Context: an optimization exercise on an open-source flow, tuned for small area, a short achievable clock period and few clock cycles. The choices shown serve that exercise and are no tape-out recipe. In this exercise RTL edits were held to simulation tests only and were not proved equivalent to the original. Power is estimated from default activity; no workload was simulated.

## run 1
## pe_top
module pe_top
(
  input  logic    CLK,
  input  logic    rst_n,
  input  logic    req_valid,
  output logic    req_ready,
  input  pe_pkg::opnd_t   req_a,
  input  pe_pkg::opnd_t   req_b,
  input  pe_pkg::pe_out_t req_d,
  input  logic    req_propagate,
  input  pe_pkg::shift_t  req_shift,
  output logic    res_valid,
  input  logic    res_ready,
  output pe_pkg::pe_out_t res
);
Size in the first run: ~1100 cells after synthesis, roughly 66 I/O pins, roughly 9600 um2 of cells after synthesis.
clock: 7.0 ns
lec_check: 0
abc_area: 1
cap_margin: 20
core_margin: 2
core_utilization: 60
cts_buf_list: sky130_fd_sc_hd__clkbuf_4 sky130_fd_sc_hd__clkbuf_8
setup_slack_margin: 3.3
slew_margin: 20
standard.sh (not shown) runs the stock make flow with config.mk's settings and CLKGATE_MAP_FILE= SYNTH_SCRIPT=/design/flow/synth_recipe.tcl, a recipe that flattens the netlist after the stock synthesis.
==> flow/flow/run.sh <==
#!/bin/bash
# The standard layout (standard.sh) with two changes:
#  - synthesis is the standard flow's synthesis script with ABC's mapping script replaced
#    by flow/abc_map_area.script (mapping to a 2.5 ns target); registers are the
#    same as the standard synthesis's;
#  - the port buffers are inserted as the smallest buffer cell (the repair
#    steps resize them where timing needs it).
set -euo pipefail
here=$(pwd)
export BUFFER_PORTS_ARGS="-buffer_cell sky130_fd_sc_hd__buf_1"
export MY_ABC_SCRIPT="$here/flow/abc_map_area.script"
bash standard.sh SYNTH_SCRIPT="$here/flow/synth.tcl" finish > standard_flow.log 2>&1
==> flow/flow/abc_map_area.script <==
strash
dch
map -D 2500
topo
stime -c
buffer -c
upsize -c
dnsize -c
==> flow/flow/synth.tcl <==
# The standard flow's synthesis script (synth_recipe.tcl), with ABC's mapping script
# replaced by flow/abc_map_area.script: mapping to a 2.5 ns delay target with area recovery (map -D 2500).
proc synth {args} { yosys synth -nofsm -noshare {*}$args }
proc abc {args} {
  set i [lsearch $args -script]
  if { $i >= 0 && [info exists ::env(MY_ABC_SCRIPT)] } {
    lset args [expr {$i + 1}] $::env(MY_ABC_SCRIPT)
  }
  yosys abc {*}$args
}
source $::env(SCRIPTS_DIR)/synth.tcl
# left out here: clear keep_hierarchy, flatten, clean up, hide names made inside functions, write 1_2_yosys.v
Run 1 closes out successfully: all stages finished, all timing, DRC and antenna checks passed.
Testbench counts of run 1, summed over its fixed seeds: cycles 12,016.
Here is what was changed in the inputs of run 2 compared with run 1.
- CORE_UTILIZATION now 50, was 60
==> flow/flow/run.sh <==
#!/bin/bash
# The standard layout (standard.sh) with two changes:
#  - synthesis is the standard flow's synthesis script with ABC's mapping script replaced
#    by flow/abc_map_area.script (area-oriented mapping); registers are the
#    same as the standard synthesis's;
#  - the port buffers are inserted as the smallest buffer cell (the repair
#    steps resize them where timing needs it).
set -euo pipefail
here=$(pwd)
export BUFFER_PORTS_ARGS="-buffer_cell sky130_fd_sc_hd__buf_1"
export MY_ABC_SCRIPT="$here/flow/abc_map_area.script"
bash standard.sh SYNTH_SCRIPT="$here/flow/synth.tcl" finish > standard_flow.log 2>&1
==> flow/flow/abc_map_area.script <==
strash
dch
map -a
topo
stime -c
buffer -c
upsize -c
dnsize -c
-- flow/flow/synth.tcl --
<<< run 1, line 1
# The standard flow's synthesis script (synth_recipe.tcl), with ABC's mapping script
# replaced by flow/abc_map_area.script: mapping to a 2.5 ns delay target with area recovery (map -D 2500).
proc synth {args} { yosys synth -nofsm -noshare {*}$args }
proc abc {args} {
>>> run 2, line 1
# The standard flow's synthesis script (synth_recipe.tcl), with ABC's mapping script
# replaced by flow/abc_map_area.script: area-oriented mapping (map -a).
proc synth {args} { yosys synth -nofsm -noshare {*}$args }
proc abc {args} {
==> comparison <==
Run 2: horizontal die dimension about 9% above run 1
The higher number of gates on the worst path with buffers counted of run 2 and run 1 is in run 1.
Looking at post-placement setup slack across both flows, run 2 is the stronger of the two, with run 1 trailing.
On run 2: design area is 0.44% lower than what run 1 gave.
The lower met2 global-route usage of run 2 and run 1 is in run 2.
What run 3 does differently from run 2 at the input level:
- changing CORE_UTILIZATION from 50 to 60
- changing SETUP_SLACK_MARGIN from 3.3 to 3.45
==> results.txt <==
- No run among run 2 and run 3 stopped early or left any final violation; all are clean.
- Compared with run 2, in run 3 routed length on met2 moved down, proportion of layout cells with a drive suffix above 1 moved up.
- Run 3 vs run 2 — post-layout worst setup margin rose 0.085 ns.
- met3 capacity usage during global routing ended up 0.77 points lower on run 3 than on run 2.
- Vertical extent of the die sits lower in run 3 than in run 2.
- Final area went up by a few percent going from run 2 to run 3.
- Summary of run 3 over run 2: total power picked up an extra 10%, shortest period the worst path allows lost 0.085 ns, final core utilization picked up an extra 15 points, highest clock rate picked up an extra 2.4%, final worst clock skew lost 0.0065 ns.
[inputs] run 4 vs run 3
- SETUP_SLACK_MARGIN now 3.3, was 3.45
### Flow results
All of run 4 and run 3 finish clean. Overall track demand over capacity in global routing on run 4 is down relative to run 3. Run 3 → run 4: combinational cell fraction of total power went down 3.9 points, sequential power held, setup slack of the critical path after layout went down 0.045 ns. Summary — met2 usage in global routing, run 4 relative to run 3: lower, by 1.2 points. Comparing run 4 and run 3, the lower non-clock buffer count in the final layout is on run 4. Against run 3, register-to-register slack in run 4 came out worse.
Input-level comparison between run 5 and run 4:
- swapping 3.3 for 3.1 in SETUP_SLACK_MARGIN
## What came out
The final layout from run 5, which completed every stage, passed the timing, design-rule and antenna checks at the end of the flow.
On all-layer global routing usage: between run 4 and run 5, it ends up higher for run 4.
Diff run 4 -> run 5: layout filler cell count now sits higher, worst-skew pair later-pin latency comparable, via total after detailed routing fell by about 2%, worst endpoint data arrival time saw a decrease.


== JK ==
pe_top, a different RTL version from the one above (not shown whole).
Size in the first run: ~120 flip-flops, ~66 I/O pins, about 0.0098 mm² of cells after synthesis.
Settings: LEC_CHECK=0, CAP_MARGIN=20, CORE_MARGIN=2, CORE_UTILIZATION=40, SLEW_MARGIN=20; clock period 7.0 ns.
run.sh (not shown) runs the stock make flow with config.mk's settings and CLKGATE_MAP_FILE= SYNTH_SCRIPT=/design/flow/synth_recipe.tcl, a recipe that flattens the netlist after the stock synthesis.
Stock flow here: none of the scripts above is used.
JK went all the way through synthesis, placement and routing and the layout is clean on timing, DRC and antenna.
Testbench counts of JK, summed over its fixed seeds: cycles 12,016.
Input-level comparison between MS and JK:
# JK
export LEC_CHECK = 0
export CAP_MARGIN = 20
export CORE_MARGIN = 2
export CORE_UTILIZATION = 40
export SLEW_MARGIN = 20
create_clock -name core_clock -period 7.0 [get_ports {CLK}]
# MS
export LEC_CHECK = 0
export ABC_CLOCK_PERIOD_IN_PS = 3500
export CAP_MARGIN = 20
export CORE_MARGIN = 2
export CORE_UTILIZATION = 40
export SETUP_SLACK_MARGIN = 3.6
export SLEW_MARGIN = 20
create_clock -name core_clock -period 7.0 [get_ports {CLK}]
All of MS and JK finish clean.
Between JK and MS, total power increased.
Diff MS and JK: worst-margin pin slew higher in JK
The number of buffers inserted by post-CTS setup repair reported for MS is greater than that of JK by 44.

==> separate check: timing with driven ports <==
In the flow no input, the clock included, has a driving cell. The finished layouts below were timed again as built, in two steps.
Step 1, drivers: a clkbuf_16 drives CLK and a buf_2 each remaining input, both assumed.
Step 2 adds t to the input delays and takes it off the output delays; t is the mean of the earliest and latest rising clock arrival at the registers after step 1. Input paths then give back, and output paths get back, about the clock's delay inside the block.
Slacks: no drivers / after step 1 / after step 2; pairs: no drivers / after step 1.
run	t, ns	slack for setup (ns)	latest minus earliest clock arrival (ns)	worst register clock-pin slew, ns
run 1	0.484	3.357 / 3.372 / 2.888	0.018 / 0.018	0.10 / 0.10
run 2	0.510	3.361 / 3.341 / 2.905	0.023 / 0.023	0.10 / 0.10
run 3	0.501	3.446 / 3.428 / 2.936	0.017 / 0.018	0.10 / 0.10
run 4	0.503	3.401 / 3.384 / 2.918	0.025 / 0.024	0.10 / 0.10
run 5	0.497	3.197 / 3.174 / 2.897	0.019 / 0.019	0.09 / 0.09
JK	0.472	0.816 / 0.816 / 0.816	0.013 / 0.013	0.07 / 0.07
MS	0.468	1.600 / 1.600 / 1.600	0.012 / 0.012	0.06 / 0.06
After both steps every run listed still meets setup and hold. For run 3, which loses most, drivers alone change the setup slack by -0.018 ns; drivers and shift together by -0.510 ns.
